What follows belongs to an exercise in optimizing a design on an open flow for small area, a short achievable clock period and few clock cycles; a production flow would make more cautious choices. Where RTL was checked, it was by simulation tests only, not by an equivalence proof against the original. Function not checked in runs 5 and 6: the RTL went through the layout flow alone. Power figures rest on the tool's default switching activity, not on a simulated workload.

--- design/flow/flow/run.sh ---
#!/bin/bash
# The standard layout with two changes:
#  - plain buf_1 cells as the port buffers, instead of the delay buffers that
#    buffer_ports picks by default;
#  - a222oi_1 is not used: its three-high pull-up stack is slow, and the
#    one-hot multiplexers map to a22oi + nand2 instead.
set -euo pipefail
export BUFFER_PORTS_ARGS="-buffer_cell sky130_fd_sc_hd__buf_1"
cp config.mk own_config.mk
echo 'export DONT_USE_CELLS = sky130_fd_sc_hd__a222oi_1' >> own_config.mk
sed "s#DESIGN_CONFIG=[^ ]*#DESIGN_CONFIG=$PWD/own_config.mk#" standard.sh > own_standard.sh
bash own_standard.sh finish > standard.log 2>&1
--- design/flow/standard.sh ---
#!/bin/bash
# synth_recipe.tcl (not shown) runs the flow's synth.tcl, then flattens the netlist and writes it again
# the make line also repeats each setting of config.mk as NAME=value (left out here)
make -C /OpenROAD-flow-scripts/flow DESIGN_CONFIG=/design/flow/config.mk WORK_HOME=/design/flow/orfs CLKGATE_MAP_FILE= SYNTH_SCRIPT=/design/flow/synth_recipe.tcl "${@:-finish}"
--- design/flow/config.mk ---
export PLATFORM = sky130hd
export DESIGN_NAME = axi_interconnect
export DESIGN_NICKNAME = axi_interconnect
export VERILOG_FILES = /design/flow/design.v
export SDC_FILE = /design/flow/constraint.sdc
export NUM_CORES = 4
export LEC_CHECK = 0
export ABC_AREA = 1
export CAP_MARGIN = 20
export CORE_AREA = 40 40 160 160
export DIE_AREA = 0 0 200 200
export SETUP_SLACK_MARGIN = 1.6
export SLEW_MARGIN = 20
--- design/flow/constraint.sdc ---
create_clock -name core_clock -period 4.5 [get_ports {axi_clk}]
set_input_delay 0.9000 -clock core_clock [delete_from_list [all_inputs] [get_ports {axi_clk}]]
set_output_delay 0.9000 -clock core_clock [all_outputs]
set_load 0.01 [all_outputs]
--- design/flow/design.v ---
package axi_ic_pkg;
    localparam int ID_W    = 4;
    localparam int CID_W   = 4;
    localparam int SID_W   = CID_W + ID_W;
    localparam int ADDR_W  = 32;
    localparam int DATA_W  = 32;
    localparam int LEN_W   = 8;
    localparam int N_MST   = 3;
    localparam int N_SLV   = 3;
    localparam int SEL_LSB = 30;      
    localparam int FIFO_AW = 2;
    localparam logic [1:0] RESP_OKAY   = 2'b00;
    localparam logic [1:0] RESP_DECERR = 2'b11;
    localparam int MAR_W = ID_W + ADDR_W + LEN_W + 3 + 2;
    localparam int SAR_W = SID_W + ADDR_W + LEN_W + 3 + 2;
    localparam int SR_W  = SID_W + DATA_W + 2 + 1;
    localparam int MR_W  = ID_W + DATA_W + 2 + 1;
endpackage
module axi_fifo_sync #(
    parameter int W = 1
) (
    input  logic         clk,
    input  logic         arst_n,
    input  logic         wr_vld,
    input  logic [W-1:0] wr_din,
    input  logic         rd_rdy,
    output logic         wr_rdy,
    output logic         rd_vld,
    output logic [W-1:0] rd_dout
);
    localparam int FIFO_AW = axi_ic_pkg::FIFO_AW;
    logic [W-1:0]       mem [1 << FIFO_AW];
    logic [FIFO_AW-1:0] wr_ptr;
    logic [FIFO_AW-1:0] rd_ptr;
    logic [FIFO_AW:0]   count;
    logic               push;
    logic               pop;
    assign wr_rdy  = !count[FIFO_AW];        
    assign rd_vld  = (count != '0);
    assign rd_dout = mem[rd_ptr];
    assign push    = wr_vld && wr_rdy;
    assign pop     = rd_vld && rd_rdy;
    always_ff @(posedge clk or negedge arst_n) begin
        if (!arst_n) begin
            wr_ptr <= '0;
            rd_ptr <= '0;
            count  <= '0;
        end else begin
            if (push) begin
                wr_ptr <= wr_ptr + 1'b1;
            end
            if (pop) begin
                rd_ptr <= rd_ptr + 1'b1;
            end
            case ({push, pop})
                2'b10:   count <= count + 1'b1;
                2'b01:   count <= count - 1'b1;
                default: count <= count;     
            endcase
        end
    end
    always_ff @(posedge clk) begin
        if (push) begin
            mem[wr_ptr] <= wr_din;
        end
    end
endmodule
module ar_router (
    input  logic                                                  clk,
    input  logic                                                  arst_n,
    input  logic [axi_ic_pkg::N_MST-1:0]                          m_vld,
    input  logic [axi_ic_pkg::N_MST*axi_ic_pkg::MAR_W-1:0]        m_ar,
    input  logic [axi_ic_pkg::N_SLV:0]                            s_rdy,
    input  logic                                                  err_done,  
    output logic [axi_ic_pkg::N_MST-1:0]                          m_rdy,
    output logic [axi_ic_pkg::N_SLV:0]                            s_vld,
    output logic [(axi_ic_pkg::N_SLV+1)*axi_ic_pkg::SAR_W-1:0]    s_ar,
    output logic [axi_ic_pkg::N_MST-1:0]                          err_src    
);
    localparam int N_MST   = axi_ic_pkg::N_MST;
    localparam int N_SLV   = axi_ic_pkg::N_SLV;
    localparam int ID_W    = axi_ic_pkg::ID_W;
    localparam int CID_W   = axi_ic_pkg::CID_W;
    localparam int ADDR_W  = axi_ic_pkg::ADDR_W;
    localparam int SEL_LSB = axi_ic_pkg::SEL_LSB;
    localparam int MAR_W   = axi_ic_pkg::MAR_W;
    localparam int SAR_W   = axi_ic_pkg::SAR_W;
    localparam int SEL_W   = ADDR_W - SEL_LSB;
    localparam int REST_W  = MAR_W - ID_W;     
    logic [N_SLV:0][N_MST-1:0] hit;          
    logic [N_SLV:0][N_MST-1:0] req;
    logic [N_SLV:0][N_MST-1:0] cand;         
    logic [N_SLV:0]            step;         
    for (genvar t = 0; t < N_SLV + 1; t++) begin : g_tgt
        for (genvar i = 0; i < N_MST; i++) begin : g_mst
            assign hit[t][i] = (m_ar[i*MAR_W + REST_W - 1 -: SEL_W] == SEL_W'(t));
            assign req[t][i] = m_vld[i] && hit[t][i];
        end
    end
    assign err_src = cand[N_SLV];
    always_comb begin
        for (int t = 0; t < N_SLV + 1; t++) begin
            s_vld[t] = |(cand[t] & req[t]);
            s_ar[t*SAR_W +: SAR_W] = '0;
            for (int i = 0; i < N_MST; i++) begin
                if (cand[t][i]) begin
                    s_ar[t*SAR_W +: SAR_W] = s_ar[t*SAR_W +: SAR_W]
                                           | {CID_W'(i + 1), m_ar[i*MAR_W +: MAR_W]};
                end
            end
        end
    end
    always_comb begin
        for (int i = 0; i < N_MST; i++) begin
            m_rdy[i] = 1'b0;
            for (int t = 0; t < N_SLV + 1; t++) begin
                if (cand[t][i] && hit[t][i] && s_rdy[t]) begin
                    m_rdy[i] = 1'b1;
                end
            end
        end
    end
    for (genvar t = 0; t < N_SLV; t++) begin : g_step
        assign step[t] = |(req[t] & ~cand[t]) && !(s_vld[t] && !s_rdy[t]);
    end
    assign step[N_SLV] = |(req[N_SLV] & ~cand[N_SLV])
                      && (s_rdy[N_SLV] ? !s_vld[N_SLV] : err_done);
    always_ff @(posedge clk or negedge arst_n) begin
        if (!arst_n) begin
            for (int t = 0; t < N_SLV + 1; t++) begin
                cand[t] <= N_MST'(1) << (t % N_MST);
            end
        end else begin
            for (int t = 0; t < N_SLV + 1; t++) begin
                if (step[t]) begin
                    cand[t] <= {cand[t][N_MST-2:0], cand[t][N_MST-1]};
                end
            end
        end
    end
endmodule
module decerr_slave (
    input  logic                         clk,
    input  logic                         arst_n,
    input  logic                         ar_vld,
    input  logic [axi_ic_pkg::SAR_W-1:0] ar,
    input  logic [axi_ic_pkg::N_MST-1:0] ar_src,   
    input  logic                         r_rdy,
    output logic                         ar_rdy,
    output logic                         r_vld,
    output logic [axi_ic_pkg::SR_W-1:0]  r,
    output logic [axi_ic_pkg::N_MST-1:0] r_dst,    
    output logic                         r_done    
);
    localparam int N_MST  = axi_ic_pkg::N_MST;
    localparam int ID_W   = axi_ic_pkg::ID_W;
    localparam int CID_W  = axi_ic_pkg::CID_W;
    localparam int LEN_W  = axi_ic_pkg::LEN_W;
    localparam int DATA_W = axi_ic_pkg::DATA_W;
    localparam int SAR_W  = axi_ic_pkg::SAR_W;
    logic             busy;
    logic [LEN_W-1:0] beats_left;
    logic [ID_W-1:0]  id_q;
    logic             last;
    assign ar_rdy = !busy;
    assign r_vld  = busy;
    assign r_dst  = ar_src;
    assign r_done = r_vld && r_rdy && last;
    assign last   = (beats_left == '0);
    assign r = {CID_W'(0), id_q, DATA_W'(0), axi_ic_pkg::RESP_DECERR, last};
    always_ff @(posedge clk or negedge arst_n) begin
        if (!arst_n) begin
            busy <= 1'b0;
        end else if (ar_vld && ar_rdy) begin
            busy <= 1'b1;
        end else if (r_done) begin
            busy <= 1'b0;
        end
    end
    always_ff @(posedge clk) begin
        if (ar_vld && ar_rdy) begin
            id_q       <= ar[SAR_W-CID_W-1 -: ID_W];
            beats_left <= ar[5 +: LEN_W];    
        end else if (r_vld && r_rdy) begin
            beats_left <= beats_left - 1'b1;
        end
    end
endmodule
module r_router (
    input  logic                                               clk,
    input  logic                                               arst_n,
    input  logic [axi_ic_pkg::N_SLV:0]                         s_vld,
    input  logic [(axi_ic_pkg::N_SLV+1)*axi_ic_pkg::SR_W-1:0]  s_r,
    input  logic [axi_ic_pkg::N_MST-1:0]                       err_dst,   
    input  logic [axi_ic_pkg::N_MST-1:0]                       m_rdy,
    output logic [axi_ic_pkg::N_SLV:0]                         s_rdy,
    output logic [axi_ic_pkg::N_MST-1:0]                       m_vld,
    output logic [axi_ic_pkg::N_MST*axi_ic_pkg::MR_W-1:0]      m_r
);
    localparam int N_MST = axi_ic_pkg::N_MST;
    localparam int N_SLV = axi_ic_pkg::N_SLV;
    localparam int N_SRC = N_SLV + 1;
    localparam int CID_W = axi_ic_pkg::CID_W;
    localparam int SR_W  = axi_ic_pkg::SR_W;
    localparam int MR_W  = axi_ic_pkg::MR_W;
    logic [N_MST-1:0][N_SLV:0] hit;          
    logic [N_MST-1:0][N_SLV:0] req;
    logic [N_MST-1:0][N_SLV:0] cand;         
    logic [N_MST-1:0]          step;         
    logic [N_MST-1:0]          lock;         
    logic [N_MST-1:0]          done;         
    for (genvar m = 0; m < N_MST; m++) begin : g_mst
        for (genvar s = 0; s < N_SLV; s++) begin : g_src
            assign hit[m][s] = (s_r[s*SR_W + SR_W - CID_W +: 2] == 2'(m + 1));
        end
        assign hit[m][N_SLV] = err_dst[m];
        assign req[m] = hit[m] & s_vld;
    end
    always_comb begin
        for (int m = 0; m < N_MST; m++) begin
            m_vld[m] = |(cand[m] & req[m]);
            m_r[m*MR_W +: MR_W] = '0;
            for (int s = 0; s < N_SRC; s++) begin
                if (cand[m][s]) begin
                    m_r[m*MR_W +: MR_W] = m_r[m*MR_W +: MR_W] | s_r[s*SR_W +: MR_W];    
                end
            end
            done[m] = m_vld[m] && m_rdy[m] && m_r[m*MR_W];
        end
        for (int s = 0; s < N_SRC; s++) begin
            s_rdy[s] = 1'b0;
            for (int m = 0; m < N_MST; m++) begin
                if (cand[m][s] && hit[m][s] && m_rdy[m]) begin
                    s_rdy[s] = 1'b1;
                end
            end
        end
    end
    for (genvar m = 0; m < N_MST; m++) begin : g_step
        assign step[m] = |(req[m] & ~cand[m]) && (done[m] || !(lock[m] || m_vld[m]));
    end
    always_ff @(posedge clk or negedge arst_n) begin
        if (!arst_n) begin
            for (int m = 0; m < N_MST; m++) begin
                lock[m] <= 1'b0;
                cand[m] <= N_SRC'(1) << m;
            end
        end else begin
            for (int m = 0; m < N_MST; m++) begin
                if (done[m]) begin
                    lock[m] <= 1'b0;
                end else if (m_vld[m]) begin
                    lock[m] <= 1'b1;
                end
                if (step[m]) begin
                    cand[m] <= {cand[m][N_SLV-1:0], cand[m][N_SLV]};
                end
            end
        end
    end
endmodule
module axi_interconnect (
    input  logic                                         axi_clk,
    input  logic                                         arst_n,
    input  logic [axi_ic_pkg::N_MST*axi_ic_pkg::ID_W-1:0]   m_axi_arid,
    input  logic [axi_ic_pkg::N_MST*axi_ic_pkg::ADDR_W-1:0] m_axi_araddr,
    input  logic [axi_ic_pkg::N_MST*axi_ic_pkg::LEN_W-1:0]  m_axi_arlen,
    input  logic [axi_ic_pkg::N_MST*3-1:0]                  m_axi_arsize,
    input  logic [axi_ic_pkg::N_MST*2-1:0]                  m_axi_arburst,
    input  logic [axi_ic_pkg::N_MST-1:0]                    m_axi_arvalid,
    output logic [axi_ic_pkg::N_MST-1:0]                    m_axi_arready,
    output logic [axi_ic_pkg::N_MST*axi_ic_pkg::ID_W-1:0]   m_axi_rid,
    output logic [axi_ic_pkg::N_MST*axi_ic_pkg::DATA_W-1:0] m_axi_rdata,
    output logic [axi_ic_pkg::N_MST*2-1:0]                  m_axi_rresp,
    output logic [axi_ic_pkg::N_MST-1:0]                    m_axi_rlast,
    output logic [axi_ic_pkg::N_MST-1:0]                    m_axi_rvalid,
    input  logic [axi_ic_pkg::N_MST-1:0]                    m_axi_rready,
    output logic [axi_ic_pkg::N_SLV*axi_ic_pkg::SID_W-1:0]  s_axi_arid,
    output logic [axi_ic_pkg::N_SLV*axi_ic_pkg::ADDR_W-1:0] s_axi_araddr,
    output logic [axi_ic_pkg::N_SLV*axi_ic_pkg::LEN_W-1:0]  s_axi_arlen,
    output logic [axi_ic_pkg::N_SLV*3-1:0]                  s_axi_arsize,
    output logic [axi_ic_pkg::N_SLV*2-1:0]                  s_axi_arburst,
    output logic [axi_ic_pkg::N_SLV-1:0]                    s_axi_arvalid,
    input  logic [axi_ic_pkg::N_SLV-1:0]                    s_axi_arready,
    input  logic [axi_ic_pkg::N_SLV*axi_ic_pkg::SID_W-1:0]  s_axi_rid,
    input  logic [axi_ic_pkg::N_SLV*axi_ic_pkg::DATA_W-1:0] s_axi_rdata,
    input  logic [axi_ic_pkg::N_SLV*2-1:0]                  s_axi_rresp,
    input  logic [axi_ic_pkg::N_SLV-1:0]                    s_axi_rlast,
    input  logic [axi_ic_pkg::N_SLV-1:0]                    s_axi_rvalid,
    output logic [axi_ic_pkg::N_SLV-1:0]                    s_axi_rready
);
    localparam int N_MST  = axi_ic_pkg::N_MST;
    localparam int N_SLV  = axi_ic_pkg::N_SLV;
    localparam int ID_W   = axi_ic_pkg::ID_W;
    localparam int SID_W  = axi_ic_pkg::SID_W;
    localparam int ADDR_W = axi_ic_pkg::ADDR_W;
    localparam int DATA_W = axi_ic_pkg::DATA_W;
    localparam int LEN_W  = axi_ic_pkg::LEN_W;
    localparam int MAR_W  = axi_ic_pkg::MAR_W;
    localparam int SAR_W  = axi_ic_pkg::SAR_W;
    localparam int SR_W   = axi_ic_pkg::SR_W;
    localparam int MR_W   = axi_ic_pkg::MR_W;
    logic [N_MST*MAR_W-1:0]     m_ar_q;
    logic [N_MST-1:0]           m_ar_vld;
    logic [N_MST-1:0]           m_ar_rdy;
    logic [(N_SLV+1)*SAR_W-1:0] s_ar_d;      
    logic [N_SLV:0]             s_ar_vld;
    logic [N_SLV:0]             s_ar_rdy;
    logic [(N_SLV+1)*SR_W-1:0]  s_r_q;
    logic [N_SLV:0]             s_r_vld;
    logic [N_SLV:0]             s_r_rdy;
    logic [N_MST*MR_W-1:0]      m_r_d;
    logic [N_MST-1:0]           m_r_vld;
    logic [N_MST-1:0]           m_r_rdy;
    logic [N_MST-1:0]           err_src;     
    logic [N_MST-1:0]           err_dst;     
    logic                       err_done;    
    for (genvar i = 0; i < N_MST; i++) begin : g_mst
        assign m_ar_q[i*MAR_W +: MAR_W] = {m_axi_arid[i*ID_W +: ID_W], m_axi_araddr[i*ADDR_W +: ADDR_W],
                                           m_axi_arlen[i*LEN_W +: LEN_W], m_axi_arsize[i*3 +: 3],
                                           m_axi_arburst[i*2 +: 2]};
        assign m_ar_vld[i]      = m_axi_arvalid[i];
        assign m_axi_arready[i] = m_ar_rdy[i];
        assign {m_axi_rid[i*ID_W +: ID_W], m_axi_rdata[i*DATA_W +: DATA_W],
                m_axi_rresp[i*2 +: 2], m_axi_rlast[i]} = m_r_d[i*MR_W +: MR_W];
        assign m_axi_rvalid[i]  = m_r_vld[i] && arst_n;      
        assign m_r_rdy[i]       = m_axi_rready[i];
    end
    for (genvar i = 0; i < N_SLV; i++) begin : g_slv
        assign {s_axi_arid[i*SID_W +: SID_W], s_axi_araddr[i*ADDR_W +: ADDR_W],
                s_axi_arlen[i*LEN_W +: LEN_W], s_axi_arsize[i*3 +: 3],
                s_axi_arburst[i*2 +: 2]} = s_ar_d[i*SAR_W +: SAR_W];
        assign s_axi_arvalid[i] = s_ar_vld[i] && arst_n;     
        assign s_ar_rdy[i]      = s_axi_arready[i];
        assign s_r_q[i*SR_W +: SR_W] = {s_axi_rid[i*SID_W +: SID_W], s_axi_rdata[i*DATA_W +: DATA_W],
                                        s_axi_rresp[i*2 +: 2], s_axi_rlast[i]};
        assign s_r_vld[i]       = s_axi_rvalid[i];
        assign s_axi_rready[i]  = s_r_rdy[i];
    end
    ar_router u_ar_router (
        .clk    (axi_clk),
        .arst_n (arst_n),
        .m_vld  (m_ar_vld),
        .m_ar   (m_ar_q),
        .s_rdy  (s_ar_rdy),
        .err_done(err_done),
        .m_rdy  (m_ar_rdy),
        .s_vld  (s_ar_vld),
        .s_ar   (s_ar_d),
        .err_src(err_src)
    );
    decerr_slave u_decerr_slave (
        .clk    (axi_clk),
        .arst_n (arst_n),
        .ar_vld (s_ar_vld[N_SLV]),
        .ar     (s_ar_d[N_SLV*SAR_W +: SAR_W]),
        .ar_src (err_src),
        .r_rdy  (s_r_rdy[N_SLV]),
        .ar_rdy (s_ar_rdy[N_SLV]),
        .r_vld  (s_r_vld[N_SLV]),
        .r      (s_r_q[N_SLV*SR_W +: SR_W]),
        .r_dst  (err_dst),
        .r_done (err_done)
    );
    r_router u_r_router (
        .clk    (axi_clk),
        .arst_n (arst_n),
        .s_vld  (s_r_vld),
        .s_r    (s_r_q),
        .err_dst(err_dst),
        .m_rdy  (m_r_rdy),
        .s_rdy  (s_r_rdy),
        .m_vld  (m_r_vld),
        .m_r    (m_r_d)
    );
endmodule
==> flow_summary.ini, run 1 <==
[yosys]
synthXorXnorAreaFrac = 0.00637
ys_seq_area_frac = 0.130
yosys_warnings = 3
ys_types = 39
synth_simple_gate_area_share = 0.149
synthAdderAreaFrac = 0.00303
yosys.area.top_type_share = 0.223
synth_compound_area_frac = 0.437
avgSynthCellArea_um2 = 6.37
synth_top_family_by_area = compound AO/OA/AOI/OAI gates
ys.flop_type = dfrtp_1
synth-seq-cells = 40
muxShareOfSynthArea = 0
synthArstFlopShare = 0.700
synth_area_leaders = a22oi_1 22%, o21ai_0 17%, buf_4 15%
netlist_instances = 1295
synth_edf_count = 12
synth_top_area_cell = a22oi_1
syn-cell-area_mm2 = 0.00825

[global_routing]
grt_max_degree = 53
grt_pass1_vias = 10500
busiest_layer = met2
use_met1 = 0.254
grt_use_met3 = 0.193
grtUsageMet2 = 0.478
grt_usage = 0.277
grt_pass1_wl_mm = 86.6
antenna_found_initial = 29
grt-ovfl-total = 0

[worst_setup_path]
cp.arrival_ns = 1.96
critPathLaunchType = flop
cp_slowest_stage_delay_ns = 0.84
path_delay_family = flip-flops
cp_slowest_cell = dfrtp_4
crit_buf_inv = 1
cpMostUsedCell = nand2_1
required_ns = 3.60
cp_cell_sequence = nand2_1 > o32ai_1 > nand2_1 > nand3_1 > buf_1
cp_max_fo = 52
criticalPathCategory = flop to primary output
crit_path_end_kind = primary output

[timing]
setup_tns_ns = 0
setup_viol = 0
period_needed_ns = 2.86
slew_violations = 0
relSlewSlack = 0.491
hold_viol_final = 0
tightest_slew_ns = 0.763
maxClockFrequency_mhz = 350
grt_setup_unrepaired = false
final.period_utilization = 0.635
finClkSkew_ns = 0.00644
hold_ws_ns = 0.520

[clocking]
cts_root_buf = clkbuf_16
cts_buffer_depth = 2
clock-sinks = 40
clk_latency_ns = 0.29
cts-htree-levels = 2
path_clk_slew_ns = 0.06
cts-buffers-inserted = 5
cts_tree = yes

[cells_and_area]
fin_cells = 1841
final_cell_area_mm2 = 0.00947
area_growth_pct = 14.8
fin_nets = 1931
final_common_cell = buf_1
final_cell_mix = 553 x buf_1, 272 x o21ai_0, 245 x a22oi_1, 145 x inv_1, 118 x nand2_1
drive_above_1_share = 0.0628
utilization = 0.677

[hold_path]
holdCritPathClass = flop to flop

[drt]
dr.first_iter.drc_count = 2061
drc = 0
routed_wl_mm = 65.0
dr.pass1.iters = 8
vias = 11900
vias_per_cell = 6.45
ant_nets = 0
wl_per_cell_um = 35.3

[power_and_ir_drop]
p_sw_frac = 0.311
seqPwrFrac = 0.373
p_comb_frac = 0.238
peakVddDrop_v = 0.000157
p_int_mw = 0.694
p_clk_frac = 0.389
p_leak_nw = 3.42
p_switching_mw = 0.314
powerDensity_mw_per_mm2 = 106

[die]
design.core.area_mm2 = 0.0140
die_w_um = 200
io_pins = 578
die-area_mm2 = 0.0400
initial_core_util = 0.590
die_h_um = 200
rows = 43

[placement]
placedCellCount = 1796
gp_congestion = 0.956
dp_hpwl_mm = 54.9
placed_area_mm2 = 0.00903
portBuffers = 565

[run]
drv_cap = 0

[run_status]
outcome = complete, no violations
## layer usage
metal,routed length (µm),vias to the layer above
met3,12300,200
li1,-,5221
met2,31400,1071
met5,232,-
met4,2310,38
met1,18800,5352
## cell families after synthesis
group / Yosys count
AO/OA/AOI/OAI: 578
XOR/XNOR: 6
adder cells (fa/ha/maj): 2
buffers and inverters: 415
flip-flops: 40
other: 1
AND/OR/NAND/NOR: 253
## per-stage QoR
step | setup slack [ns] | total power [mW]
after floorplan | 1.97 | 0.460
after detailed placement | 1.48 | 0.612
after CTS | 1.43 | 1.00
after global routing | 1.59 | 1.06
after global placement | 1.47 | 0.605
final | 1.64 | 1.01
## Yosys cell counts, types with 2 or more instances
cell,n
o32ai_1,2
nor3_1,2
inv_2,5
o211ai_1,2
buf_4,166
buf_2,21
dfrtp_1,21
o22ai_1,12
nor2_1,22
buf_1,5
ha_1,2
xor2_1,6
a21oi_1,27
nand3_1,53
o21ai_1,2
nand3_2,6
o21ai_2,5
nor2_2,3
o221ai_1,7
nand2_2,8
nand4_1,36
clkbuf_1,62
dfstp_2,7
o21ai_0,272
buf_6,7
nand2_4,2
a22oi_1,245
inv_1,148
nand2_1,118
edfxtp_1,12
## layout make-up
class	count	area [µm²]
sequential	40	1110
inverter	153	586
antenna	21	52.6
timing repair buffer	591	2370
fill	1462	4520
multi-input combinational	845	4940
clock buffer	6	150
tap	180	225
clock inverter	2	15.0
timing repair inverter	3	22.5
## state kept, by name, indices dropped and copies added, names as in the netlist
register / flops
u_decerr_slave.busy: 1
u_ar_router.cand: 12
u_r_router.cand: 12
u_decerr_slave.id_q: 4
u_decerr_slave.beats_left: 8
u_r_router.lock: 3
## path summary, 6_finish.rpt
kind | slack, ns | start | end | depth (start not counted)
max | 1.64 | u_ar_router.cand[7] | m_axi_arready[1] | 5
min | 0.52 | u_ar_router.cand[8] | u_ar_router.cand[8] | 2
max reg2reg | 2.37 | u_ar_router.cand[10] | u_decerr_slave.beats_left[5] | 4
min reg2reg | 0.52 | u_ar_router.cand[8] | u_ar_router.cand[8] | 2
max in group asynchronous | 3.33 | arst_n | u_ar_router.cand[9] | 2
min in group asynchronous | 0.54 | arst_n | u_r_router.cand[1] | 1
## power groups by stage
stage	Sequential (mW)	Clock [mW]	Combinational [mW]
final	0.376	0.392	0.240
after global routing	0.376	0.418	0.268
after CTS	0.376	0.396	0.231
after detailed placement	0.383	0	0.229
after global placement	0.383	0	0.222
after floorplan	0.382	0	0.0776
## tightest hold or removal path, stage by stage (launching register included)
cell and delay [ns]:
dfstp_2 0.38, nand2_1 0.05, o21ai_0 0.08
## what timing repair did
item                       CTS  global route
setup endpoints to repair  140            75
buffers inserted             7             6
gates cloned                 3             0
gates resized for setup     18            15
hold buffers                 0             0
Testbench counts, summed over its fixed seeds: cycles 7,526.
==> run 2, diff against run 1 <==
--- a/design/flow/config.mk
+++ b/design/flow/config.mk
@@ -10,4 +10,4 @@
 export CORE_AREA = 40 40 160 160
 export DIE_AREA = 0 0 200 200
-export SETUP_SLACK_MARGIN = 1.6
+export SETUP_SLACK_MARGIN = 1.7
 export SLEW_MARGIN = 20
==> flow_summary.ini, run 2 <==
[run_status]
outcome = complete, no violations

[worst_setup_path]
criticalPathCategory = input port to primary output
cp_max_fo = 9
required_ns = 3.60
r2r_cells = 4
cp.arrival_ns = 1.89
crit_path_end_kind = primary output
critPathLaunchType = input port
worst-r2r-setup-slack_ns = 2.35

[cells_and_area]
final_cell_area_mm2 = 0.00956
final_cell_mix = 538 x buf_1, 272 x o21ai_0, 245 x a22oi_1, 145 x inv_1, 118 x nand2_1
fill_cells = 1459
fin_nets = 1937
fin_cells = 1841
top_regs = u_ar_router.cand x12, u_r_router.cand x12, u_decerr_slave.beats_left x8
final_common_cell = buf_1
area_growth_pct = 15.9
drive_above_1_share = 0.0765

[die]
rows = 43
die_h_um = 200
die-area_mm2 = 0.0400
io_pins = 578
design.core.area_mm2 = 0.0140
die_w_um = 200
initial_core_util = 0.590

[power_and_ir_drop]
p_leak_nw = 3.51
peakVddDrop_v = 0.000153
powerDensity_mw_per_mm2 = 106

[clocking]
cts_buffer_depth = 2
cts-htree-levels = 2
clock-sinks = 40
cts_tree = yes
ctsHoldBuffers = 0
cts_root_buf = clkbuf_16
path_clk_slew_ns = 0.07
clk_latency_ns = 0.29
cts-buffers-inserted = 5

[timing]
maxClockFrequency_mhz = 359
relSlewSlack = 0.492
final.period_utilization = 0.619
slew_violations = 0
hold_ws_ns = 0.522
hold_viol_final = 0
setup_tns_ns = 0
tightest_slew_ns = 0.761
setup_viol = 0
setup_slack_ns = 1.71
period_needed_ns = 2.79
grt_setup_unrepaired = true
finClkSkew_ns = 0.00700

[global_routing]
grt-ovfl-total = 0
grt_max_degree = 53
antenna_found_initial = 28
grt_pass1_wl_mm = 86.8
grt_pass1_vias = 10500
grt_usage = 0.278

[yosys]
ys.flop_type = dfrtp_1
synth_compound_area_frac = 0.437
avgSynthCellArea_um2 = 6.37
synthAdderAreaFrac = 0.00303
muxShareOfSynthArea = 0
ys_seq_area_frac = 0.130
synth_top_area_cell = a22oi_1
yosys.area.top_type_share = 0.223
yosysMostFrequentCell = o21ai_0
yosys_warnings = 3
synth_simple_gate_area_share = 0.149
synth-seq-cells = 40
syn-cell-area_mm2 = 0.00825
synth_top_family_by_area = compound AO/OA/AOI/OAI gates
synthTopCellsByCount = 272 x o21ai_0, 245 x a22oi_1, 166 x buf_4, 148 x inv_1, 118 x nand2_1
synthArstFlopShare = 0.700
synthXorXnorAreaFrac = 0.00637
synth_edf_count = 12
netlist_instances = 1295
synth_area_leaders = a22oi_1 22%, o21ai_0 17%, buf_4 15%
ys_types = 39

[drt]
ant_nets = 0
dr.pass1.iters = 8
dr.first_iter.drc_count = 2113
vias_per_cell = 6.54
wl_per_cell_um = 35.8
drc = 0
routed_wl_mm = 66.0
vias = 12000

[run]
drv_cap = 0

[placement]
portBuffers = 565
pre_cts_slack_ns = 1.48
dp_hpwl_mm = 54.9
gp_congestion = 0.956
placedCellCount = 1796
placed_area_mm2 = 0.00903

[hold_path]
min_delay_path_depth = 2
holdCritPathClass = flop to flop
-- run 2: cell counts after synthesis --
No cell type changed its count.
-- run 2: worst paths after layout --
check / from / end
max: m_axi_araddr[95] / s_axi_arvalid[0]
min: u_ar_router.cand[8] / u_ar_router.cand[8]
max reg2reg: u_ar_router.cand[10] / u_decerr_slave.beats_left[1]
min reg2reg: u_ar_router.cand[8] / u_ar_router.cand[8]
max in group asynchronous: arst_n / u_ar_router.cand[9]
min in group asynchronous: arst_n / u_r_router.cand[1]
-- run 2: report_power, final --
group	total, mW	internal (mW)	switching (mW)
combinational	0.242	0.0788	0.163
clock	0.394	0.242	0.153
sequential	0.376	0.374	0.00153
total	1.01	0.695	0.318
-- run 2: cell type report --
| cell class | instances | area [µm²] | area share |
|---|---|---|---|
| Antenna cell | 15 | 37.5 | 0.00393 |
| Timing Repair Buffer | 597 | 2460 | 0.258 |
| Clock buffer | 6 | 150 | 0.0157 |
| Timing Repair inverter | 3 | 22.5 | 0.00236 |
| Multi-Input combinational cell | 845 | 4950 | 0.517 |
| Clock inverter | 2 | 15.0 | 0.00157 |
| Tap cell | 180 | 225 | 0.0236 |
| Inverter | 153 | 586 | 0.0612 |
| Sequential cell | 40 | 1110 | 0.117 |
-- run 2: per-stage QoR --
stage,total power [mW],util
after floorplan,0.460,-
after global placement,0.605,0.645
after detailed placement,0.612,0.645
after CTS,1.00,0.670
after global routing,1.07,0.682
final,1.01,0.683
-- run 2: cell families after synthesis --
kind of cell    after synthesis
compound gates              578
buf+inv                     415
simple gates                253
flops                        40
xor+xnor                      6
fa+ha+maj                     2
other cells                   1
-- run 2: worst max-delay path, cell delays in order --
cell,delay [ns]
buf_2,0.17
nor2_1,0.25
nand3_1,0.11
nand3_1,0.16
nand2_1,0.07
inv_1,0.06
buf_2,0.16
-- run 2: repair_timing --
action                                  in CTS  in global routing
setup buffers                                9                 10
endpoints found under the setup margin     212                 84
resized for setup                           33                 23
gates cloned                                 3                  0
-- run 2: metal layers --
layer	wire length, µm	track usage	part of all wire
met1	18900	0.255	0.29
met2	31700	0.480	0.48
met3	12700	0.195	0.19
met4	2480	0.0847	0.038
met5	232	0	0.0035
==> run 3, diff against run 2 <==
--- a/design/flow/config.mk
+++ b/design/flow/config.mk
@@ -10,4 +10,5 @@
 export CORE_AREA = 40 40 160 160
 export DIE_AREA = 0 0 200 200
+export GPL_ROUTABILITY_DRIVEN = 0
 export SETUP_SLACK_MARGIN = 1.7
 export SLEW_MARGIN = 20
==> flow_summary.ini, run 3 <==
[run_status]
outcome = complete, no violations

[die]
die_h_um = 200
io_pins = 578
die-area_mm2 = 0.0400
initial_core_util = 0.590
design.core.area_mm2 = 0.0140
die_w_um = 200
rows = 43

[power_and_ir_drop]
p_clk_frac = 0.359
p_leak_nw = 3.57
peakVddDrop_v = 0.000116
p_comb_frac = 0.252
p_int_mw = 0.658
p_switching_mw = 0.310
p_sw_frac = 0.320
seqPwrFrac = 0.389
powerDensity_mw_per_mm2 = 100

[worst_setup_path]
cp.arrival_ns = 1.91
criticalPathCategory = input port to primary output
required_ns = 3.60
critPathLaunchType = input port
cp_max_fo = 4
crit_path_end_kind = primary output

[global_routing]
antenna_found_initial = 26
grt_max_degree = 53
grt_pass1_vias = 10900
grt_pass1_wl_mm = 87.8
grt-ovfl-total = 0
grt_usage = 0.281

[hold_path]
holdCritPathClass = flop to flop

[cells_and_area]
final_cell_area_mm2 = 0.00968
fill_cells = 1360
top_regs = u_ar_router.cand x12, u_r_router.cand x12, u_decerr_slave.beats_left x8
fin_cells = 1859
final_common_cell = buf_1
area_growth_pct = 17.4
final_cell_mix = 530 x buf_1, 272 x o21ai_0, 245 x a22oi_1, 143 x inv_1, 118 x nand2_1
fin_nets = 1949
drive_above_1_share = 0.0899

[placement]
dp_hpwl_mm = 54.8
pre_cts_slack_ns = 1.43
placed_area_mm2 = 0.00903
portBuffers = 565
placedCellCount = 1796

[timing]
maxClockFrequency_mhz = 356
slew_violations = 0
hold_viol_final = 0
setup_tns_ns = 0
setup_slack_ns = 1.69
final.period_utilization = 0.624
tightest_slew_ns = 0.734
period_needed_ns = 2.81
setup_viol = 0
finClkSkew_ns = 0.00254
grt_setup_unrepaired = true
relSlewSlack = 0.510

[yosys]
syn-cell-area_mm2 = 0.00825
synthArstFlopShare = 0.700
synth_top_area_cell = a22oi_1
yosys.area.top_type_share = 0.223
ys_seq_area_frac = 0.130
ys.flop_type = dfrtp_1
ys_types = 39
synthTopCellsByCount = 272 x o21ai_0, 245 x a22oi_1, 166 x buf_4, 148 x inv_1, 118 x nand2_1
yosysMostFrequentCell = o21ai_0
avgSynthCellArea_um2 = 6.37
yosys_warnings = 3
synth_edf_count = 12
netlist_instances = 1295
synth-seq-cells = 40
synth_area_leaders = a22oi_1 22%, o21ai_0 17%, buf_4 15%

[clocking]
cts-buffers-inserted = 5
cts-htree-levels = 2
cts_buffer_depth = 2
clock-sinks = 40
clk_latency_ns = 0.28
cts_root_buf = clkbuf_16
cts_tree = yes
ctsHoldBuffers = 0
path_clk_slew_ns = 0.06

[drt]
wl_per_cell_um = 35.8
vias_per_cell = 6.55
drc = 0
ant_nets = 0
dr.first_iter.drc_count = 2065
dr.pass1.iters = 7
vias = 12200
routed_wl_mm = 66.5

[run]
drv_cap = 0
## run 3: cell types whose count changed in the layout (fill, tap and decap cells not counted), sizes merged
cell / previous run / this run
inv: 152 / 148
clkinv: 0 / 1
clkinvlp: 6 / 13
diode: 15 / 21
buf: 579 / 583
clkbuf: 24 / 28
## run 3: power groups by stage
stage / Sequential, mW / Combinational, mW / Clock, mW
finish: 0.376 / 0.244 / 0.347
global route: 0.376 / 0.270 / 0.367
CTS: 0.376 / 0.233 / 0.349
detailed placement: 0.383 / 0.230 / 0
global placement: 0.383 / 0.221 / 0
floorplan: 0.382 / 0.0776 / 0
## run 3: layout make-up
cell class                      count  area [µm²]  area share
Multi-Input combinational cell    845        4940       0.511
Timing Repair Buffer              605        2560       0.264
Sequential cell                    40        1110       0.115
Inverter                          153         593      0.0613
Tap cell                          180         225      0.0233
Clock buffer                        6         129      0.0133
Timing Repair inverter              7        52.6     0.00543
Antenna cell                       21        52.6     0.00543
Clock inverter                      2        12.5     0.00129
## run 3: cells by family (layout without fill, tap and decap cells)
logic type | after synthesis | count (layout) | synth area share
compound gates | 578 | 578 | 0.437
buf+inv | 415 | 773 | 0.274
simple gates | 253 | 253 | 0.149
flops | 40 | 40 | 0.130
xor+xnor | 6 | 6 | 0.00637
fa+ha+maj | 2 | 2 | 0.00303
other cells | 1 | 27 | 0.000455
## run 3: repair_timing
action | CTS | global route
gates cloned | 6 | 1
setup endpoints to repair | 224 | 83
buffers inserted | 18 | 9
gates resized for setup | 38 | 30
## run 3: routing by layer
| layer | wire length [µm] | track usage | vias up |
|---|---|---|---|
| met5 | 204 | 0 | - |
| li1 | - | - | 5252 |
| met3 | 12400 | 0.200 | 229 |
| met2 | 31600 | 0.480 | 1133 |
| met4 | 2890 | 0.104 | 38 |
| met1 | 19400 | 0.253 | 5517 |
## run 3: path summary, 6_finish.rpt
kind	startpoint	end	slack [ns]	cells after the start
min	u_ar_router.cand[8]	u_ar_router.cand[8]	0.52	2
max in group asynchronous	arst_n	u_ar_router.cand[9]	3.31	2
min in group asynchronous	arst_n	u_r_router.cand[9]	0.55	1
min reg2reg	u_ar_router.cand[8]	u_ar_router.cand[8]	0.52	2
max	m_axi_arvalid[1]	s_axi_arvalid[0]	1.69	8
max reg2reg	u_ar_router.cand[10]	u_decerr_slave.beats_left[5]	2.41	4
## run 3: worst max-delay path, stage by stage
cell,delay (ns)
buf_1,0.20
inv_1,0.08
nor2_2,0.18
nand3_1,0.10
nand3_1,0.14
nand2_1,0.07
inv_1,0.06
buf_2,0.16
## run 3: stage by stage
stage	util	hold slack (ns)	total power [mW]
2_1_floorplan	-	0.483	0.460
3_3_place_gp	0.645	0.505	0.604
3_5_place_dp	0.645	0.507	0.613
4_1_cts	0.677	0.516	0.958
5_1_grt	0.689	0.534	1.01
6_report	0.692	0.520	0.968
==> run 4, diff against run 3 <==
--- a/design/flow/config.mk
+++ b/design/flow/config.mk
@@ -8,7 +8,6 @@
 export ABC_AREA = 1
 export CAP_MARGIN = 20
-export CORE_AREA = 40 40 160 160
+export CORE_AREA = 35 35 165 165
 export DIE_AREA = 0 0 200 200
-export GPL_ROUTABILITY_DRIVEN = 0
 export SETUP_SLACK_MARGIN = 1.7
 export SLEW_MARGIN = 20
==> flow_summary.ini, run 4 <==
[drt]
vias = 12000
wl_per_cell_um = 33.9
ant_nets = 0
vias_per_cell = 6.33
routed_wl_mm = 64.2
dr.pass1.iters = 9
drc = 0
dr.first_iter.drc_count = 1866

[run_status]
outcome = complete, no violations

[yosys]
ys.flop_type = dfrtp_1
syn-cell-area_mm2 = 0.00825
synth_edf_count = 12
synth-seq-cells = 40
avgSynthCellArea_um2 = 6.37
synth_top_area_cell = a22oi_1
ys_types = 39
ys_seq_area_frac = 0.130
synthTopCellsByCount = 272 x o21ai_0, 245 x a22oi_1, 166 x buf_4, 148 x inv_1, 118 x nand2_1
yosys_warnings = 3
synthArstFlopShare = 0.700
synth_area_leaders = a22oi_1 22%, o21ai_0 17%, buf_4 15%
yosys.area.top_type_share = 0.223
yosysMostFrequentCell = o21ai_0
netlist_instances = 1295

[worst_setup_path]
cp_cell_sequence = clkinvlp_4 > buf_4 > buf_12 > o21ai_0 > buf_1
required_ns = 3.60
cp_max_fo = 13
cp_slowest_stage_delay_ns = 0.59
cp.arrival_ns = 1.86
cp_slowest_cell = dfrtp_2
criticalPathCategory = flop to primary output
r2r_cells = 4
crit_path_end_kind = primary output
crit_end = m_axi_rdata[34]
worst-r2r-setup-slack_ns = 2.37
worstReg2RegEnd = u_decerr_slave.beats_left[7]
rr_startpoint = u_ar_router.cand[10]
crit_start = u_r_router.cand[6]
critPathLaunchType = flop

[timing]
hold_ws_ns = 0.520
setup_slack_ns = 1.74
finClkSkew_ns = 0.00813
tightest_slew_ns = 0.732
final.period_utilization = 0.614
grt_setup_unrepaired = true
slew_violations = 0
maxClockFrequency_mhz = 362
relSlewSlack = 0.512
setup_tns_ns = 0
period_needed_ns = 2.76
setup_viol = 0
hold_viol_final = 0

[clocking]
cts-buffers-inserted = 5
cts_buffer_depth = 2
clk_latency_ns = 0.29
ctsHoldBuffers = 0
path_clk_slew_ns = 0.07
clock-sinks = 40
cts_tree = yes
cts-htree-levels = 2
cts_root_buf = clkbuf_16

[run]
drv_cap = 0

[global_routing]
grt_max_degree = 53
grt-ovfl-total = 0
antenna_found_initial = 19
grt_usage = 0.273
grt_pass1_wl_mm = 85.0
grt_pass1_vias = 10700

[cells_and_area]
utilization = 0.590
drive_above_1_share = 0.0857
final_cell_mix = 536 x buf_1, 272 x o21ai_0, 245 x a22oi_1, 143 x inv_1, 118 x nand2_1
layout.area.seq_mm2 = 0.00111
fin_cells = 1892
top_regs = u_ar_router.cand x12, u_r_router.cand x12, u_decerr_slave.beats_left x8
fill_cells = 1795
fin_nets = 1948
area_growth_pct = 18.1
multiInputGateArea_mm2 = 0.00495
final_common_cell = buf_1

[die]
die_h_um = 200
die-area_mm2 = 0.0400
rows = 47
io_pins = 578
die_w_um = 200
design.core.area_mm2 = 0.0165
initial_core_util = 0.499

[power_and_ir_drop]
p_leak_nw = 3.57
peakVddDrop_v = 0.000134
powerDensity_mw_per_mm2 = 107

[placement]
placedCellCount = 1837
pre_cts_slack_ns = 1.40
dp_hpwl_mm = 52.5
gp_congestion = 0.939
portBuffers = 565

[hold_path]
holdCritPathClass = input port to asynchronous set/reset pin
## run 4: changes by cell type in the layout (fill, tap and decap cells not counted), sizes merged
cell      change
buf           +6
bufinv        +1
clkbuf        -6
clkinv        -1
clkinvlp      -2
diode         -6
inv           +1
## run 4: how the worst min path moves through the flow
stage / from / end / slack, ns
after global routing: arst_n / u_ar_router.cand[10] / 0.53
final: arst_n / u_decerr_slave.busy / 0.52
after detailed placement: u_ar_router.cand[8] / u_ar_router.cand[8] / 0.52
after global placement: u_ar_router.cand[8] / u_ar_router.cand[8] / 0.51
after CTS: u_ar_router.cand[2] / u_ar_router.cand[2] / 0.56
after floorplan: u_ar_router.cand[8] / u_ar_router.cand[8] / 0.48
## run 4: timing repair
action | CTS | global route
setup buffers | 16 | 11
gates cloned | 5 | 0
endpoints found under the setup margin | 253 | 102
pin swaps | 1 | 0
resized for setup | 38 | 31
## run 4: metrics by stage
stage | total power [mW] | cell area [µm²]
CTS | 1.04 | 9520
floorplan | 0.460 | 8270
detailed placement | 0.615 | 9090
finish | 1.05 | 9740
global route | 1.09 | 9730
global placement | 0.607 | 9090
## run 4: worst max-delay path, delay by kind of cell, from the launching register on
kind | cells | cell delay, ns
flops | 1 | 0.59
compound gates | 1 | 0.13
buf+inv | 4 | 0.85
## run 4: cell families after synthesis
| logic type | after synthesis | synth area share |
|---|---|---|
| compound gates | 578 | 0.437 |
| buf+inv | 415 | 0.274 |
| simple gates | 253 | 0.149 |
| flops | 40 | 0.130 |
| xor+xnor | 6 | 0.00637 |
| fa+ha+maj | 2 | 0.00303 |
| other cells | 1 | 0.000455 |
## run 4: metal layers
metal  vias up  global-route usage  part of all wire
met3       152               0.148              0.16
met5         -                   0            0.0010
met2       967               0.471              0.48
met4        14              0.0770             0.034
met1      5618               0.277              0.32
li1       5226                   -                 -
## run 4: area by class of cell
class | count | area share
well taps | 220 | 0.0283
diodes | 15 | 0.00385
repair inverters | 5 | 0.00385
clock inverters | 3 | 0.00475
clock buffers | 5 | 0.0128
flip-flops and latches | 40 | 0.114
repair buffers | 606 | 0.263
multi-input cells | 845 | 0.509
inverters | 153 | 0.0609
## run 4: power by group
part,internal (mW),total [mW],switching (mW)
sequential,0.374,0.376,0.00173
combinational,0.0806,0.246,0.166
clock,0.264,0.424,0.161
total,0.719,1.05,0.328
==> run 5, diff against run 4 <==
--- a/design/flow/design.v
+++ b/design/flow/design.v
@@ -320,9 +320,9 @@
                                            m_axi_arlen[i*LEN_W +: LEN_W], m_axi_arsize[i*3 +: 3],
                                            m_axi_arburst[i*2 +: 2]};
-        assign m_ar_vld[i]      = m_axi_arvalid[i];
+        assign m_ar_vld[i]      = m_axi_arvalid[i] && arst_n;    
         assign m_axi_arready[i] = m_ar_rdy[i];
         assign {m_axi_rid[i*ID_W +: ID_W], m_axi_rdata[i*DATA_W +: DATA_W],
                 m_axi_rresp[i*2 +: 2], m_axi_rlast[i]} = m_r_d[i*MR_W +: MR_W];
-        assign m_axi_rvalid[i]  = m_r_vld[i] && arst_n;      
+        assign m_axi_rvalid[i]  = m_r_vld[i];
         assign m_r_rdy[i]       = m_axi_rready[i];
     end
@@ -331,9 +331,9 @@
                 s_axi_arlen[i*LEN_W +: LEN_W], s_axi_arsize[i*3 +: 3],
                 s_axi_arburst[i*2 +: 2]} = s_ar_d[i*SAR_W +: SAR_W];
-        assign s_axi_arvalid[i] = s_ar_vld[i] && arst_n;     
+        assign s_axi_arvalid[i] = s_ar_vld[i];
         assign s_ar_rdy[i]      = s_axi_arready[i];
         assign s_r_q[i*SR_W +: SR_W] = {s_axi_rid[i*SID_W +: SID_W], s_axi_rdata[i*DATA_W +: DATA_W],
                                         s_axi_rresp[i*2 +: 2], s_axi_rlast[i]};
-        assign s_r_vld[i]       = s_axi_rvalid[i];
+        assign s_r_vld[i]       = s_axi_rvalid[i] && arst_n;     
         assign s_axi_rready[i]  = s_r_rdy[i];
     end
--- a/design/flow/config.mk
+++ b/design/flow/config.mk
@@ -8,5 +8,5 @@
 export ABC_AREA = 1
 export CAP_MARGIN = 20
-export CORE_AREA = 35 35 165 165
+export CORE_AREA = 40 40 160 160
 export DIE_AREA = 0 0 200 200
 export SETUP_SLACK_MARGIN = 1.7
==> flow_summary.ini, run 5 <==
[drt]
routed_wl_mm = 66.0
dr.pass1.iters = 7
drc = 0
wl_per_cell_um = 35.4
dr_wl_met3_mm = 11.9
wl_met2_mm = 30.8
wl_met1_mm = 20.2
dr.first_iter.drc_count = 2200
vias = 12200
ant_nets = 0
routed.top_layer = met5
vias_per_cell = 6.53

[yosys]
synthTopCellsByCount = 273 x o21ai_0, 245 x a22oi_1, 166 x buf_4, 150 x inv_1, 137 x nand2_1
ys_seq_area_frac = 0.131
synth-seq-cells = 40
yosys_warnings = 3
avgSynthCellArea_um2 = 6.26
yosysMostFrequentCell = o21ai_0
ys.flop_type = dfrtp_1
syn-cell-area_mm2 = 0.00816
synthArstFlopShare = 0.700
netlist_instances = 1303
ys_types = 35
synth_top_area_cell = a22oi_1
yosys.area.top_type_share = 0.225
synth_edf_count = 12
synth_area_leaders = a22oi_1 23%, o21ai_0 17%, buf_4 15%

[global_routing]
grt_pass1_wl_mm = 87.4
antenna_found_initial = 18
grt_max_degree = 54
grt_pass1_vias = 10700
grt-ovfl-total = 0
grt_usage = 0.280

[worst_setup_path]
cp_slowest_stage_delay_ns = 0.82
critPathLaunchType = flop
cp_slowest_cell = dfstp_4
worst-r2r-setup-slack_ns = 2.60
crit_path_end_kind = primary output
cp.arrival_ns = 1.89
required_ns = 3.60
cp_max_fo = 22
criticalPathCategory = flop to primary output
cp_cell_sequence = buf_4 > a22oi_1 > o21ai_0 > buf_1

[die]
design.core.area_mm2 = 0.0140
die_w_um = 200
rows = 43
die_h_um = 200
initial_core_util = 0.583
die-area_mm2 = 0.0400
io_pins = 578

[power_and_ir_drop]
power.total_mw = 1.01
p_leak_nw = 3.57
p_switching_mw = 0.292
peakVddDrop_v = 0.000122
p_comb_frac = 0.229
p_int_mw = 0.717
p_clk_frac = 0.401
powerDensity_mw_per_mm2 = 105
seqPwrFrac = 0.371
p_sw_frac = 0.289

[placement]
gp_congestion = 0.982
dp_hpwl_mm = 55.4
placedCellCount = 1813
portBuffers = 565

[clocking]
clock-sinks = 40
cts-buffers-inserted = 5
cts_root_buf = clkbuf_16
cts_buffer_depth = 2
clk_latency_ns = 0.28
cts_tree = yes
ctsHoldBuffers = 0
path_clk_slew_ns = 0.06
cts-htree-levels = 2

[timing]
setup_viol = 0
setup_tns_ns = 0
tightest_slew_ns = 0.676
period_needed_ns = 2.79
relSlewSlack = 0.549
maxClockFrequency_mhz = 359
hold_viol_final = 0
final.period_utilization = 0.620
slew_violations = 0
finClkSkew_ns = 0.00669
hold_ws_ns = 0.455
grt_setup_unrepaired = false

[cells_and_area]
fill_cells = 1380
final_common_cell = buf_1
top_regs = u_ar_router.cand x12, u_r_router.cand x12, u_decerr_slave.beats_left x8
fin_nets = 1961
area_growth_pct = 17.7
fin_cells = 1862
drive_above_1_share = 0.0719
final_cell_mix = 551 x buf_1, 271 x o21ai_0, 245 x a22oi_1, 144 x inv_1, 136 x nand2_1

[run]
drv_cap = 0

[hold_path]
holdCritPathClass = input port to asynchronous set/reset pin

[run_status]
outcome = complete, no violations
==> run 5: changes by cell type after synthesis, sizes merged, moves of 2 or more <==
cell,previous run,this run
buf,199,189
clkbuf,63,67
clkinv,0,2
inv,153,155
nand2,128,145
nand3,60,55
o2111ai,0,3
o21ai,279,277
o32ai,2,0
==> run 5: cell type report <==
| type | instances | area (µm²) | share of cell area |
|---|---|---|---|
| well taps | 180 | 225 | 0.0234 |
| repair buffers | 606 | 2500 | 0.261 |
| clock buffers | 8 | 178 | 0.0185 |
| inverters | 157 | 609 | 0.0634 |
| multi-input cells | 855 | 4910 | 0.512 |
| diodes | 12 | 30.0 | 0.00313 |
| flip-flops and latches | 40 | 1110 | 0.116 |
| repair inverters | 4 | 30.0 | 0.00313 |
==> run 5: final timing paths <==
check | startpoint | endpoint | cells after the start
setup / recovery | u_ar_router.cand[0] | s_axi_arlen[3] | 4
max in group asynchronous | arst_n | u_ar_router.cand[0] | 2
setup reg to reg | u_r_router.cand[10] | u_r_router.cand[11] | 8
hold reg to reg | u_r_router.lock[1] | u_r_router.lock[1] | 2
hold / removal | arst_n | u_ar_router.cand[11] | 1
min in group core_clock | u_r_router.lock[1] | u_r_router.lock[1] | 2
==> run 5: layer usage <==
layer  vias up  track usage
met5         -            0
met4        26       0.0950
met3       218        0.181
met2      1091        0.474
met1      5571        0.268
li1       5262            -
==> run 5: cell families (layout without fill, tap and decap cells) <==
group                      count (synthesis)  count (layout)  synth area share
xor gates and xnor gates                   6               6           0.00644
and+or+nand+nor                          266             266             0.152
adders and majority gates                  2               2           0.00307
DFF                                       40              40             0.131
buffers and inverters                    413             775             0.271
other                                      1              18          0.000460
AOI/OAI and AO/OA                        575             575             0.436
==> run 5: timing repair <==
action	CTS	global route
cloned	4	0
setup buffers	15	10
setup endpoints to repair	240	118
pin swaps	0	0
gates resized for setup	27	23
==> run 5: critical path, delay by kind of cell, from the launching register on <==
family          cells  cell delay [ns]
buf+inv             2             0.57
compound gates      2             0.21
flops               1             0.82
==> run 5: stage by stage <==
stage / utilization / instance area, µm² / setup WS, ns
after floorplan: - / 8180 / 2.23
after global placement: 0.645 / 9030 / 1.53
final: 0.687 / 9600 / 1.71
after CTS: 0.675 / 9440 / 1.48
after detailed placement: 0.645 / 9030 / 1.50
after global routing: 0.685 / 9580 / 1.66
==> run 5: power by group through the flow <==
stage	sequential (mW)	clock [mW]	combinational, mW
4_1_cts	0.374	0.406	0.221
3_5_place_dp	0.381	0	0.219
3_3_place_gp	0.381	0	0.212
5_1_grt	0.374	0.420	0.258
6_report	0.374	0.404	0.231
2_1_floorplan	0.381	0	0.0641
==> run 6, diff against run 5 <==
--- a/design/flow/config.mk
+++ b/design/flow/config.mk
@@ -10,4 +10,4 @@
 export CORE_AREA = 40 40 160 160
 export DIE_AREA = 0 0 200 200
-export SETUP_SLACK_MARGIN = 1.7
+export SETUP_SLACK_MARGIN = 1.9
 export SLEW_MARGIN = 20
==> flow_summary.ini, run 6 <==
[placement]
portBuffers = 565
gp_congestion = 0.982
placedCellCount = 1813
pre_cts_slack_ns = 1.50
dp_hpwl_mm = 55.4

[timing]
setup_tns_ns = 0
period_needed_ns = 2.64
grt_setup_unrepaired = true
final.period_utilization = 0.586
setup_slack_ns = 1.86
finClkSkew_ns = 0.00809
hold_viol_final = 0
slew_violations = 0
setup_viol = 0
maxClockFrequency_mhz = 379

[die]
die_h_um = 200
rows = 43
die_w_um = 200
initial_core_util = 0.583
design.core.area_mm2 = 0.0140
io_pins = 578
die-area_mm2 = 0.0400

[run_status]
outcome = complete, no violations

[clocking]
path_clk_slew_ns = 0.06
cts-buffers-inserted = 5
cts_root_buf = clkbuf_16
cts_buffer_depth = 2
cts-htree-levels = 2
clock-sinks = 40
cts_tree = yes
clk_latency_ns = 0.28

[global_routing]
grt_pass1_wl_mm = 90.4
antenna_found_initial = 18
grt_usage = 0.290
grt_max_degree = 53
grt_pass1_vias = 11000
grt-ovfl-total = 0

[worst_setup_path]
cp.arrival_ns = 1.74
worstReg2RegEnd = u_r_router.cand[11]
crit_path_end_kind = primary output
required_ns = 3.60
cp_max_fo = 12
critPathLaunchType = flop
worst-r2r-setup-slack_ns = 2.62
criticalPathCategory = flop to primary output
rr_startpoint = u_r_router.cand[10]
r2r_cells = 8

[cells_and_area]
utilization = 0.736
top_regs = u_ar_router.cand x12, u_r_router.cand x12, u_decerr_slave.beats_left x8
final_cell_mix = 437 x buf_1, 265 x o21ai_0, 245 x a22oi_1, 132 x inv_1, 130 x nand2_1
fin_nets = 2003
fin_cells = 1912
area_growth_pct = 26.3
layout.area.seq_mm2 = 0.00112
fill_cells = 1295
multiInputGateArea_mm2 = 0.00501
final_common_cell = buf_1
drive_above_1_share = 0.180

[drt]
wl_met2_mm = 32.3
wl_per_cell_um = 35.7
routed.top_layer = met5
routed_wl_mm = 68.3
wl_met1_mm = 20.2
dr.first_iter.drc_count = 2321
vias = 12600
ant_nets = 0
dr.pass1.iters = 9
drc = 0
vias_per_cell = 6.58
dr_wl_met3_mm = 12.7

[power_and_ir_drop]
p_clk_frac = 0.397
p_comb_frac = 0.237
p_switching_mw = 0.300
seqPwrFrac = 0.366
p_leak_nw = 4.27
powerDensity_mw_per_mm2 = 99.2
p_sw_frac = 0.293
p_int_mw = 0.722
peakVddDrop_v = 0.000117

[yosys]
syn-cell-area_mm2 = 0.00816
netlist_instances = 1303
synthArstFlopShare = 0.700
yosysMostFrequentCell = o21ai_0
synth-seq-cells = 40
yosys.area.top_type_share = 0.225
synth_area_leaders = a22oi_1 23%, o21ai_0 17%, buf_4 15%
ys_seq_area_frac = 0.131
ys.flop_type = dfrtp_1
synth_top_area_cell = a22oi_1
ys_types = 35
synthTopCellsByCount = 273 x o21ai_0, 245 x a22oi_1, 166 x buf_4, 150 x inv_1, 137 x nand2_1
synth_edf_count = 12
avgSynthCellArea_um2 = 6.26
yosys_warnings = 3

[run]
drv_cap = 0

[hold_path]
holdCritPathClass = input port to asynchronous set/reset pin
## run 6: area by class of cell
cell class | instances | share of cell area
tap | 180 | 0.0219
multi-input combinational | 855 | 0.486
clock buffer | 8 | 0.0172
timing repair buffer | 648 | 0.299
sequential | 40 | 0.109
antenna | 20 | 0.00486
timing repair inverter | 4 | 0.00291
inverter | 157 | 0.0599
## run 6: worst max path at each step
stage                            end  slack [ns]                start  depth (start not counted)
floorplan            m_axi_rvalid[1]        2.23      s_axi_rvalid[2]                          6
global placement     m_axi_rvalid[2]        1.53               arst_n                          6
detailed placement   m_axi_rvalid[2]        1.50               arst_n                          6
CTS                 s_axi_araddr[30]        1.84     m_axi_araddr[94]                          4
global route         m_axi_rdata[78]        1.86  u_r_router.cand[10]                          4
finish              s_axi_araddr[17]        1.86  u_ar_router.cand[0]                          4
## run 6: layer usage
metal | GRT usage | up-vias
met5 | 0 | -
met4 | 0.0903 | 22
met3 | 0.183 | 241
met2 | 0.497 | 1221
met1 | 0.279 | 5733
li1 | - | 5357
## run 6: what timing repair did
item                       in CTS  in global routing
hold buffers                    0                  0
setup endpoints to repair     282                132
resized for setup             128                115
setup buffers                  43                 24
cloned                          4                  0
pin swaps                       3                  7
## run 6: cell families (layout without fill, tap and decap cells)
group / after synthesis / count (layout) / share of synthesized area
adders and majority gates: 2 / 2 / 0.00307
other: 1 / 26 / 0.000460
AOI/OAI and AO/OA: 575 / 575 / 0.436
and+or+nand+nor: 266 / 266 / 0.152
DFF: 40 / 40 / 0.131
xor gates and xnor gates: 6 / 6 / 0.00644
buffers and inverters: 413 / 817 / 0.271
## run 6: power groups by stage
stage | clock network [mW] | registers, mW | logic, mW
after floorplan | 0 | 0.381 | 0.0641
after CTS | 0.406 | 0.374 | 0.226
after global placement | 0 | 0.381 | 0.212
after global routing | 0.423 | 0.374 | 0.269
final | 0.406 | 0.374 | 0.242
after detailed placement | 0 | 0.381 | 0.219
## run 6: per-stage QoR
stage          instance area, µm²  total power, mW  hold slack, ns
4_1_cts                      9890             1.01           0.436
5_1_grt                     10300             1.07           0.438
6_report                    10300             1.02           0.443
3_3_place_gp                 9030            0.593           0.500
3_5_place_dp                 9030            0.600           0.513
2_1_floorplan                8180            0.445           0.475
## run 6: worst max-delay path: stages (launching register included)
cell	delay (ns)
dfstp_4	0.76
buf_6	0.23
a22oi_1	0.11
o21ai_0	0.09
buf_1	0.26
==> run 7, diff against run 6 <==
--- a/design/flow/design.v
+++ b/design/flow/design.v
@@ -91,4 +91,6 @@
     logic [N_SLV:0][N_MST-1:0] req;
     logic [N_SLV:0][N_MST-1:0] cand;         
+    logic [N_SLV:0][N_MST-1:0] cand_x;       
+    logic [N_SLV:0][N_MST-1:0] cand_rst;
     logic [N_SLV:0]            step;         
     for (genvar t = 0; t < N_SLV + 1; t++) begin : g_tgt
@@ -126,13 +128,15 @@
     assign step[N_SLV] = |(req[N_SLV] & ~cand[N_SLV])
                       && (s_rdy[N_SLV] ? !s_vld[N_SLV] : err_done);
+    for (genvar t = 0; t < N_SLV + 1; t++) begin : g_cand
+        assign cand_rst[t] = N_MST'(1) << (t % N_MST);
+        assign cand[t]     = cand_x[t] ^ cand_rst[t];
+    end
     always_ff @(posedge clk or negedge arst_n) begin
         if (!arst_n) begin
-            for (int t = 0; t < N_SLV + 1; t++) begin
-                cand[t] <= N_MST'(1) << (t % N_MST);
-            end
+            cand_x <= '0;
         end else begin
             for (int t = 0; t < N_SLV + 1; t++) begin
                 if (step[t]) begin
-                    cand[t] <= {cand[t][N_MST-2:0], cand[t][N_MST-1]};
+                    cand_x[t] <= {cand[t][N_MST-2:0], cand[t][N_MST-1]} ^ cand_rst[t];
                 end
             end
@@ -207,4 +211,6 @@
     logic [N_MST-1:0][N_SLV:0] req;
     logic [N_MST-1:0][N_SLV:0] cand;         
+    logic [N_MST-1:0][N_SLV:0] cand_x;       
+    logic [N_MST-1:0][N_SLV:0] cand_rst;
     logic [N_MST-1:0]          step;         
     logic [N_MST-1:0]          lock;         
@@ -240,10 +246,12 @@
         assign step[m] = |(req[m] & ~cand[m]) && (done[m] || !(lock[m] || m_vld[m]));
     end
+    for (genvar m = 0; m < N_MST; m++) begin : g_cand
+        assign cand_rst[m] = N_SRC'(1) << m;
+        assign cand[m]     = cand_x[m] ^ cand_rst[m];
+    end
     always_ff @(posedge clk or negedge arst_n) begin
         if (!arst_n) begin
-            for (int m = 0; m < N_MST; m++) begin
-                lock[m] <= 1'b0;
-                cand[m] <= N_SRC'(1) << m;
-            end
+            lock   <= '0;
+            cand_x <= '0;
         end else begin
             for (int m = 0; m < N_MST; m++) begin
@@ -254,5 +262,5 @@
                 end
                 if (step[m]) begin
-                    cand[m] <= {cand[m][N_SLV-1:0], cand[m][N_SLV]};
+                    cand_x[m] <= {cand[m][N_SLV-1:0], cand[m][N_SLV]} ^ cand_rst[m];
                 end
             end
@@ -320,9 +328,9 @@
                                            m_axi_arlen[i*LEN_W +: LEN_W], m_axi_arsize[i*3 +: 3],
                                            m_axi_arburst[i*2 +: 2]};
-        assign m_ar_vld[i]      = m_axi_arvalid[i] && arst_n;    
+        assign m_ar_vld[i]      = m_axi_arvalid[i];
         assign m_axi_arready[i] = m_ar_rdy[i];
         assign {m_axi_rid[i*ID_W +: ID_W], m_axi_rdata[i*DATA_W +: DATA_W],
                 m_axi_rresp[i*2 +: 2], m_axi_rlast[i]} = m_r_d[i*MR_W +: MR_W];
-        assign m_axi_rvalid[i]  = m_r_vld[i];
+        assign m_axi_rvalid[i]  = m_r_vld[i] && arst_n;      
         assign m_r_rdy[i]       = m_axi_rready[i];
     end
@@ -331,9 +339,9 @@
                 s_axi_arlen[i*LEN_W +: LEN_W], s_axi_arsize[i*3 +: 3],
                 s_axi_arburst[i*2 +: 2]} = s_ar_d[i*SAR_W +: SAR_W];
-        assign s_axi_arvalid[i] = s_ar_vld[i];
+        assign s_axi_arvalid[i] = s_ar_vld[i] && arst_n;     
         assign s_ar_rdy[i]      = s_axi_arready[i];
         assign s_r_q[i*SR_W +: SR_W] = {s_axi_rid[i*SID_W +: SID_W], s_axi_rdata[i*DATA_W +: DATA_W],
                                         s_axi_rresp[i*2 +: 2], s_axi_rlast[i]};
-        assign s_r_vld[i]       = s_axi_rvalid[i] && arst_n;     
+        assign s_r_vld[i]       = s_axi_rvalid[i];
         assign s_axi_rready[i]  = s_r_rdy[i];
     end
==> flow_summary.ini, run 7 <==
[yosys]
synthTopCellsByCount = 255 x o21ai_0, 254 x a22oi_1, 161 x buf_4, 136 x inv_1, 114 x nand2_1
synth_top_area_cell = a22oi_1
yosys.area.top_type_share = 0.236
yosysMostFrequentCell = o21ai_0
ys.flop_type = dfrtp_1
yosys_warnings = 3
avgSynthCellArea_um2 = 6.26
synthArstFlopShare = 0.700
netlist_instances = 1289
syn-cell-area_mm2 = 0.00808
synth_area_leaders = a22oi_1 24%, o21ai_0 16%, buf_4 15%
ys_seq_area_frac = 0.131
ys_types = 36

[timing]
finClkSkew_ns = 0.00341
setup_viol = 0
grt_setup_unrepaired = true
period_needed_ns = 2.67
hold_viol_final = 0
final.period_utilization = 0.593
setup_tns_ns = 0
setup_slack_ns = 1.83

[worst_setup_path]
criticalPathCategory = input port to primary output
cp_max_fo = 4
cp.arrival_ns = 1.77
critPathLaunchType = input port
r2r_cells = 5
crit_path_end_kind = primary output
worst-r2r-setup-slack_ns = 2.45
rr_startpoint = u_ar_router.cand_x[9]
worstReg2RegEnd = u_decerr_slave.beats_left[7]

[clocking]
cts-buffers-inserted = 5
path_clk_slew_ns = 0.06
cts_root_buf = clkbuf_16
clock-sinks = 40
clk_latency_ns = 0.28
cts_tree = yes
ctsHoldBuffers = 0
cts-htree-levels = 2

[cells_and_area]
area_growth_pct = 21.7
final_cell_mix = 511 x buf_1, 254 x a22oi_1, 250 x o21ai_0, 125 x inv_1, 111 x nand2_1
drive_above_1_share = 0.108
fill_cells = 1322
top_regs = u_ar_router.cand_x x12, u_r_router.cand_x x12, u_decerr_slave.beats_left x8

[power_and_ir_drop]
p_clk_frac = 0.059
p_sw_frac = 0.653
p_leak_nw = 3.98
p_int_mw = 2.54
seqPwrFrac = 0.130
p_switching_mw = 4.79
powerDensity_mw_per_mm2 = 746
p_comb_frac = 0.811

[drt]
wl_per_cell_um = 36.8
dr.pass1.iters = 7
ant_nets = 0
vias = 12200
drc = 0
vias_per_cell = 6.61
dr.first_iter.drc_count = 2382

[die]
io_pins = 578
die_h_um = 200
initial_core_util = 0.577
die_w_um = 200
design.core.area_mm2 = 0.0140

[placement]
dp_hpwl_mm = 56.5
pre_cts_slack_ns = 1.49
placed_area_mm2 = 0.00894

[run]
drv_cap = 0

[hold_path]
holdCritPathClass = input port to asynchronous set/reset pin

[global_routing]
grt_pass1_vias = 10700
grt_max_degree = 51

[run_status]
outcome = complete, no violations
-- run 7: final cells by class --
class | count | area (µm²) | area share
well taps | 180 | 225 | 0.0229
clock buffers | 7 | 154 | 0.0157
repair buffers | 595 | 2590 | 0.264
inverters | 153 | 629 | 0.0640
multi-input cells | 845 | 5040 | 0.513
repair inverters | 2 | 15.0 | 0.00153
diodes | 20 | 50.0 | 0.00509
flip-flops and latches | 40 | 1090 | 0.111
clock inverters | 1 | 30.0 | 0.00305
-- run 7: how the worst max path moves through the flow --
stage                       end  slack [ns]        startpoint  cells past startpoint
2_1_floorplan  m_axi_arready[0]        1.97  m_axi_araddr[30]                      3
3_3_place_gp   s_axi_arvalid[2]        1.49  m_axi_araddr[63]                      8
6_report        m_axi_rvalid[2]        1.83      s_axi_rid[5]                      8
4_1_cts         m_axi_rvalid[1]        1.70     s_axi_rid[21]                      8
5_1_grt         m_axi_rvalid[2]        1.80     s_axi_rid[20]                      8
3_5_place_dp   s_axi_arvalid[2]        1.49  m_axi_araddr[63]                      8
-- run 7: cells by family (layout without fill, tap and decap cells) --
logic type      after synthesis  after routing  share of synthesized area
compound gates              581            581                      0.447
buf+inv                     409            758                      0.269
simple gates                250            250                      0.143
flops                        40             40                      0.131
xor+xnor                      6              6                    0.00651
fa+ha+maj                     2              2                    0.00310
other cells                   1             26                   0.000464
-- run 7: metrics by stage --
stage / instances / util / total power [mW] / hold slack [ns]
after global placement: 1795 / 0.639 / 6.50 / 0.498
after global routing: 1836 / 0.701 / 7.81 / 0.482
final: 1843 / 0.703 / 7.33 / 0.487
after detailed placement: 1795 / 0.639 / 6.50 / 0.508
after floorplan: 1294 / - / 4.76 / 0.475
after CTS: 1811 / 0.672 / 7.15 / 0.485
-- run 7: timing repair --
item,CTS,global route
hold endpoints to repair,0,0
buffers inserted,6,11
gates cloned,2,1
resized for setup,92,102
setup endpoints to repair,256,145
pin swaps,3,13
-- run 7: critical path, stage by stage --
cell	delay (ns)
buf_2	0.15
nand3_1	0.12
nor2_1	0.10
nor2_1	0.06
nand2_1	0.10
inv_2	0.06
nor2_1	0.12
buf_4	0.16
-- run 7: power by group through the flow --
stage	Clock, mW	Sequential (mW)	Combinational, mW
global route	0.454	0.964	6.39
detailed placement	0	0.958	5.54
CTS	0.435	0.930	5.79
finish	0.435	0.953	5.95
global placement	0	0.953	5.55
floorplan	0	0.610	4.15
-- run 7: routing by layer --
| layer | share of wire | global-route usage |
|---|---|---|
| met2 | 0.48 | 0.479 |
| met5 | 0.0019 | 0 |
| met3 | 0.19 | 0.201 |
| met1 | 0.30 | 0.267 |
| met4 | 0.038 | 0.114 |
Testbench counts of run 7, summed over its fixed seeds: cycles 7,526.

Re-timed with assumed drivers on the ports (clkbuf_16 on the clock, buf_2 on other inputs), run 7 has 1.757 ns of setup slack against 1.831 ns with ideal ports, and 1.757 ns once port delays also move by the mid clock arrival of 0.330 ns.
